Context: an optimization exercise on an open-source flow, tuned for small area, a short achievable clock period and few clock cycles per item. The choices shown serve that exercise and are no tape-out recipe. In this exercise RTL edits were held to simulation tests only and were not proved equivalent to the original. Power and IR drop assume default switching activity.

==> job 6497 <==
## matmul_adder_tree_pipe
module matmul_adder_tree_pipe (
  input  logic         clk,
  input  logic         rst_n,
  input  logic         in_valid,
  output logic         in_ready,
  input  logic [431:0] prod,
  input  logic         in_last,
  input  logic         accum_en,
  output logic         out_valid,
  input  logic         out_ready,
  output logic [215:0] mult,
  output logic [8:0]   sat_flag,
  output logic [7:0]   beat_cnt
);
  logic        w_en;
  logic        w_fire;
  logic        r_vld;
  logic        r_close;
  logic [17:0] r_tree [9];
  logic        r_out_valid;
  logic        r_fresh;
  logic [7:0]  r_cnt;
  logic [8:0]  r_sat;
  logic [23:0] r_acc [9];
  logic [23:0] w_next [9];
  logic [8:0]  w_ovf;
  assign w_en     = ~r_out_valid | out_ready;
  assign in_ready = w_en;
  assign w_fire   = w_en & r_vld;
  generate
    for (genvar i = 0; i < 3; i++) begin : g_row
      for (genvar j = 0; j < 3; j++) begin : g_col
        localparam int e = i*3 + j;
        logic signed [17:0] w_t;
        logic signed [24:0] w_s;
        assign w_t = 18'($signed(prod[((i*3+0)*3+j)*16 +: 16]))
                   + 18'($signed(prod[((i*3+1)*3+j)*16 +: 16]))
                   + 18'($signed(prod[((i*3+2)*3+j)*16 +: 16]));
        always_ff @(posedge clk) begin
          if (w_en) r_tree[e] <= w_t;
        end
        matmul_adder_tree_pipe_skl #(.N(25)) u_add_s (
  ...
==> module matmul_adder_tree_pipe, before the edit <==
module matmul_adder_tree_pipe (
  input  logic         clk,
  input  logic         rst_n,
  input  logic         in_valid,
  output logic         in_ready,
  input  logic [431:0] prod,
  input  logic         in_last,
  input  logic         accum_en,
  output logic         out_valid,
  input  logic         out_ready,
  output logic [215:0] mult,
  output logic [8:0]   sat_flag,
  output logic [7:0]   beat_cnt
);
  logic        w_en;
  logic        w_fire;
  logic        r_vld;
  logic        r_close;
  logic [17:0] r_tree [9];
  logic        r_out_valid;
  logic        r_fresh;
  logic [7:0]  r_cnt;
  logic [8:0]  r_sat;
  logic [23:0] r_acc [9];
  logic [23:0] w_next [9];
  logic [8:0]  w_ovf;
  assign w_en     = ~r_out_valid | out_ready;
  assign in_ready = w_en;
  assign w_fire   = w_en & r_vld;
  generate
    for (genvar i = 0; i < 3; i++) begin : g_row
      for (genvar j = 0; j < 3; j++) begin : g_col
        localparam int e = i*3 + j;
        logic signed [17:0] w_t;
        logic signed [24:0] w_s;
        assign w_t = 18'($signed(prod[((i*3+0)*3+j)*16 +: 16]))
                   + 18'($signed(prod[((i*3+1)*3+j)*16 +: 16]))
                   + 18'($signed(prod[((i*3+2)*3+j)*16 +: 16]));
        always_ff @(posedge clk) begin
          if (w_en) r_tree[e] <= w_t;
        end
        matmul_adder_tree_pipe_skl #(.N(25)) u_add_s (
          .a(25'($signed(r_acc[e]))), .b(25'($signed(r_tree[e]))), .sum(w_s));
        assign w_ovf[e]  = ~r_fresh & (w_s[24] ^ w_s[23]);
        assign w_next[e] = r_fresh ? 24'($signed(r_tree[e])) :
                           (w_s[24] ^ w_s[23]) ? {w_s[24], {23{~w_s[24]}}} : w_s[23:0];
      end
    end
  endgenerate
  always_ff @(posedge clk) begin
    if (w_en) r_close <= in_last | ~accum_en;
  end
  always_ff @(posedge clk or negedge rst_n) begin
    if (!rst_n) begin
      r_vld       <= 1'b0;
      r_out_valid <= 1'b0;
      r_fresh     <= 1'b1;
    end else if (w_en) begin
      r_vld       <= in_valid;
      r_out_valid <= r_vld & r_close;
      if (r_vld) r_fresh <= r_close;
    end
  end
  always_ff @(posedge clk) begin
    if (w_fire) begin
      for (int e = 0; e < 9; e++) r_acc[e] <= w_next[e];
      r_sat <= r_fresh ? w_ovf : (r_sat | w_ovf);
      r_cnt <= r_fresh ? 8'd1 : (r_cnt + {7'd0, ~&r_cnt});
    end
  end
  assign out_valid = r_out_valid;
  for (genvar e = 0; e < 9; e++) begin : g_out
    assign mult[e*24 +: 24] = r_acc[e];
  end
  assign sat_flag = r_sat;
  assign beat_cnt = r_cnt;
endmodule
==> module matmul_adder_tree_pipe_skl, before the edit <==
module matmul_adder_tree_pipe_skl #(
  parameter int N = 8
) (
  input  logic [N-1:0] a,
  input  logic [N-1:0] b,
  output logic [N-1:0] sum
);
  localparam int L = $clog2(N);
  logic [N-1:0] g [L+1];
  logic [N-1:0] p [L+1];
  assign g[0] = a & b;
  assign p[0] = a ^ b;
  for (genvar l = 0; l < L; l++) begin : g_lvl
    for (genvar i = 0; i < N; i++) begin : g_bit
      if ((i >> l) & 1) begin : g_op
        localparam int j = ((i >> l) << l) - 1;
        assign g[l+1][i] = g[l][i] | (p[l][i] & g[l][j]);
        assign p[l+1][i] = p[l][i] & p[l][j];
      end else begin : g_pass
        assign g[l+1][i] = g[l][i];
        assign p[l+1][i] = p[l][i];
      end
    end
  end
  assign sum = p[0] ^ {g[L][N-2:0], 1'b0};
endmodule
clock: 4.5 ns
lec_check: 0
abc_area: 1
cap_margin: 20
core_margin: 2
core_utilization: 50
cts_buf_list: sky130_fd_sc_hd__clkbuf_2 sky130_fd_sc_hd__clkbuf_4 sky130_fd_sc_hd__clkbuf_8
cts_cluster_diameter: 80
cts_cluster_size: 20
setup_slack_margin: 1.9
slew_margin: 20
standard.sh (not shown) runs the stock make flow with config.mk's settings and CLKGATE_MAP_FILE= SYNTH_SCRIPT=/design/flow/synth_recipe.tcl, a recipe that flattens the netlist after the stock synthesis.
==> flow/flow/run.sh <==
#!/bin/bash
set -euo pipefail
export BUFFER_PORTS_ARGS="-buffer_cell sky130_fd_sc_hd__buf_1"
bash standard.sh > standard_flow.log 2>&1
==> job 8738 (differences from job 6497) <==
--- a/flow/design.v
+++ b/flow/design.v
@@ -41,6 +41,5 @@
           if (w_en) r_tree[e] <= w_t;
         end
-        matmul_adder_tree_pipe_skl #(.N(25)) u_add_s (
-          .a(25'($signed(r_acc[e]))), .b(25'($signed(r_tree[e]))), .sum(w_s));
+        assign w_s    = 25'($signed(r_acc[e])) + 25'($signed(r_tree[e]));
         assign w_ovf[e]  = ~r_fresh & (w_s[24] ^ w_s[23]);
         assign w_next[e] = r_fresh ? 24'($signed(r_tree[e])) :
@@ -77,29 +76,3 @@
   assign beat_cnt = r_cnt;
 endmodule
-module matmul_adder_tree_pipe_skl #(
-  parameter int N = 8
-) (
-  input  logic [N-1:0] a,
-  input  logic [N-1:0] b,
-  output logic [N-1:0] sum
-);
-  localparam int L = $clog2(N);
-  logic [N-1:0] g [L+1];
-  logic [N-1:0] p [L+1];
-  assign g[0] = a & b;
-  assign p[0] = a ^ b;
-  for (genvar l = 0; l < L; l++) begin : g_lvl
-    for (genvar i = 0; i < N; i++) begin : g_bit
-      if ((i >> l) & 1) begin : g_op
-        localparam int j = ((i >> l) << l) - 1;
-        assign g[l+1][i] = g[l][i] | (p[l][i] & g[l][j]);
-        assign p[l+1][i] = p[l][i] & p[l][j];
-      end else begin : g_pass
-        assign g[l+1][i] = g[l][i];
-        assign p[l+1][i] = p[l][i];
-      end
-    end
-  end
-  assign sum = p[0] ^ {g[L][N-2:0], 1'b0};
-endmodule
 `default_nettype wire
- CTS_CLUSTER_DIAMETER: 80 -> not set
- CTS_CLUSTER_SIZE: 20 -> not set
- SETUP_SLACK_MARGIN: 1.9 -> not set
==> metrics.md <==
| Metric | Value |
|---|---|
| Outcome | `finished clean` |
| Largest cells by area after synthesis | `edfxtp_1, ha_1, fa_1` |
| Cells after Synth | `3745` |
| WL final | `93170 um` |
| Inverters | `403` |
| Peak VDD IR | `0.0007360 V` |
| Post-Synth Simple-Gate Area | `21.04%` |
| CTS H-tree depth | `2` |
| Worst Setup EP | `r_tree[5][13]` |
| Combinational share of power | `65.4%` |
| Sw Ratio | `48.73%` |
| Die X | `265.6 um` |
| Non-clk bufs | `760` |
| PD cells | `773.9 nW/um^2` |
| Worst-Margin Slew | `1.230 ns` |
| Reg-to-reg slack, setup | `1.99 ns` |
| Multi-input logic area | `21860 um^2` |
| Synth warn | `7` |
| Combinational power | `0.0206 W` |
| Critical Path AT | `2.96 ns` |
| Seq area share | `29.39%` |
| Core area | `67510 um^2` |
-- figures above: job 6497

==> metrics.md <==
| Metric | Value |
|---|---|
| Outcome | `finished clean` |
| Non-clk bufs | `681` |
| Peak VDD IR | `0.0003059 V` |
| Post-Synth Simple-Gate Area | `25.72%` |
| CTS H-tree depth | `3` |
| PD cells | `869.5 nW/um^2` |
| Worst Setup EP | `r_acc[8][17]` |
| Synth warn | `4` |
| Cells after Synth | `4919` |
| Die X | `281.9 um` |
| WL final | `111700 um` |
| Largest cells by area after synthesis | `edfxtp_1, nand2_1, ha_1` |
| Core area | `76200 um^2` |
| Combinational share of power | `68.7%` |
| Combinational power | `0.0261 W` |
-- figures above: job 8738

Testbench counts of job 6497, summed over its fixed seeds: cycles 16,016, items 16,000.
Testbench counts of job 8738, summed over its fixed seeds: cycles 16,016, items 16,000.

==> separate check: timing with driven ports <==
Ports are ideal in the flow. The routed layouts listed here were re-timed in OpenROAD.
Step 1 sets driving cells, clkbuf_16 on the clock port and buf_2 on the other inputs (assumed; they add their load-dependent delay and slew).
Step 2 adds t to the input delays and takes it off the output delays; t is the mean of the earliest and latest rising clock arrival at the registers after step 1. Input paths then give back, and output paths get back, about the clock's delay inside the block.
Slacks: no drivers / after step 1 / after step 2; pairs: no drivers / after step 1.
run	shift t [ns]	setup WS [ns]	hold slack, ns	slew at the worst register clock pin (ns)	worst slew at a driven data input, ns
job 6497	0.691	1.929 / 1.938 / 1.279	0.072 / 0.042 / 0.483	0.12 / 0.12	0.07
job 8738	0.708	1.391 / 1.391 / 0.967	0.057 / 0.038 / 0.466	0.07 / 0.07	0.07
After both steps setup and hold are still met in every run listed. The setup slack of job 6497, which loses most, moves by +0.009 ns with the drivers and by -0.650 ns with both steps.
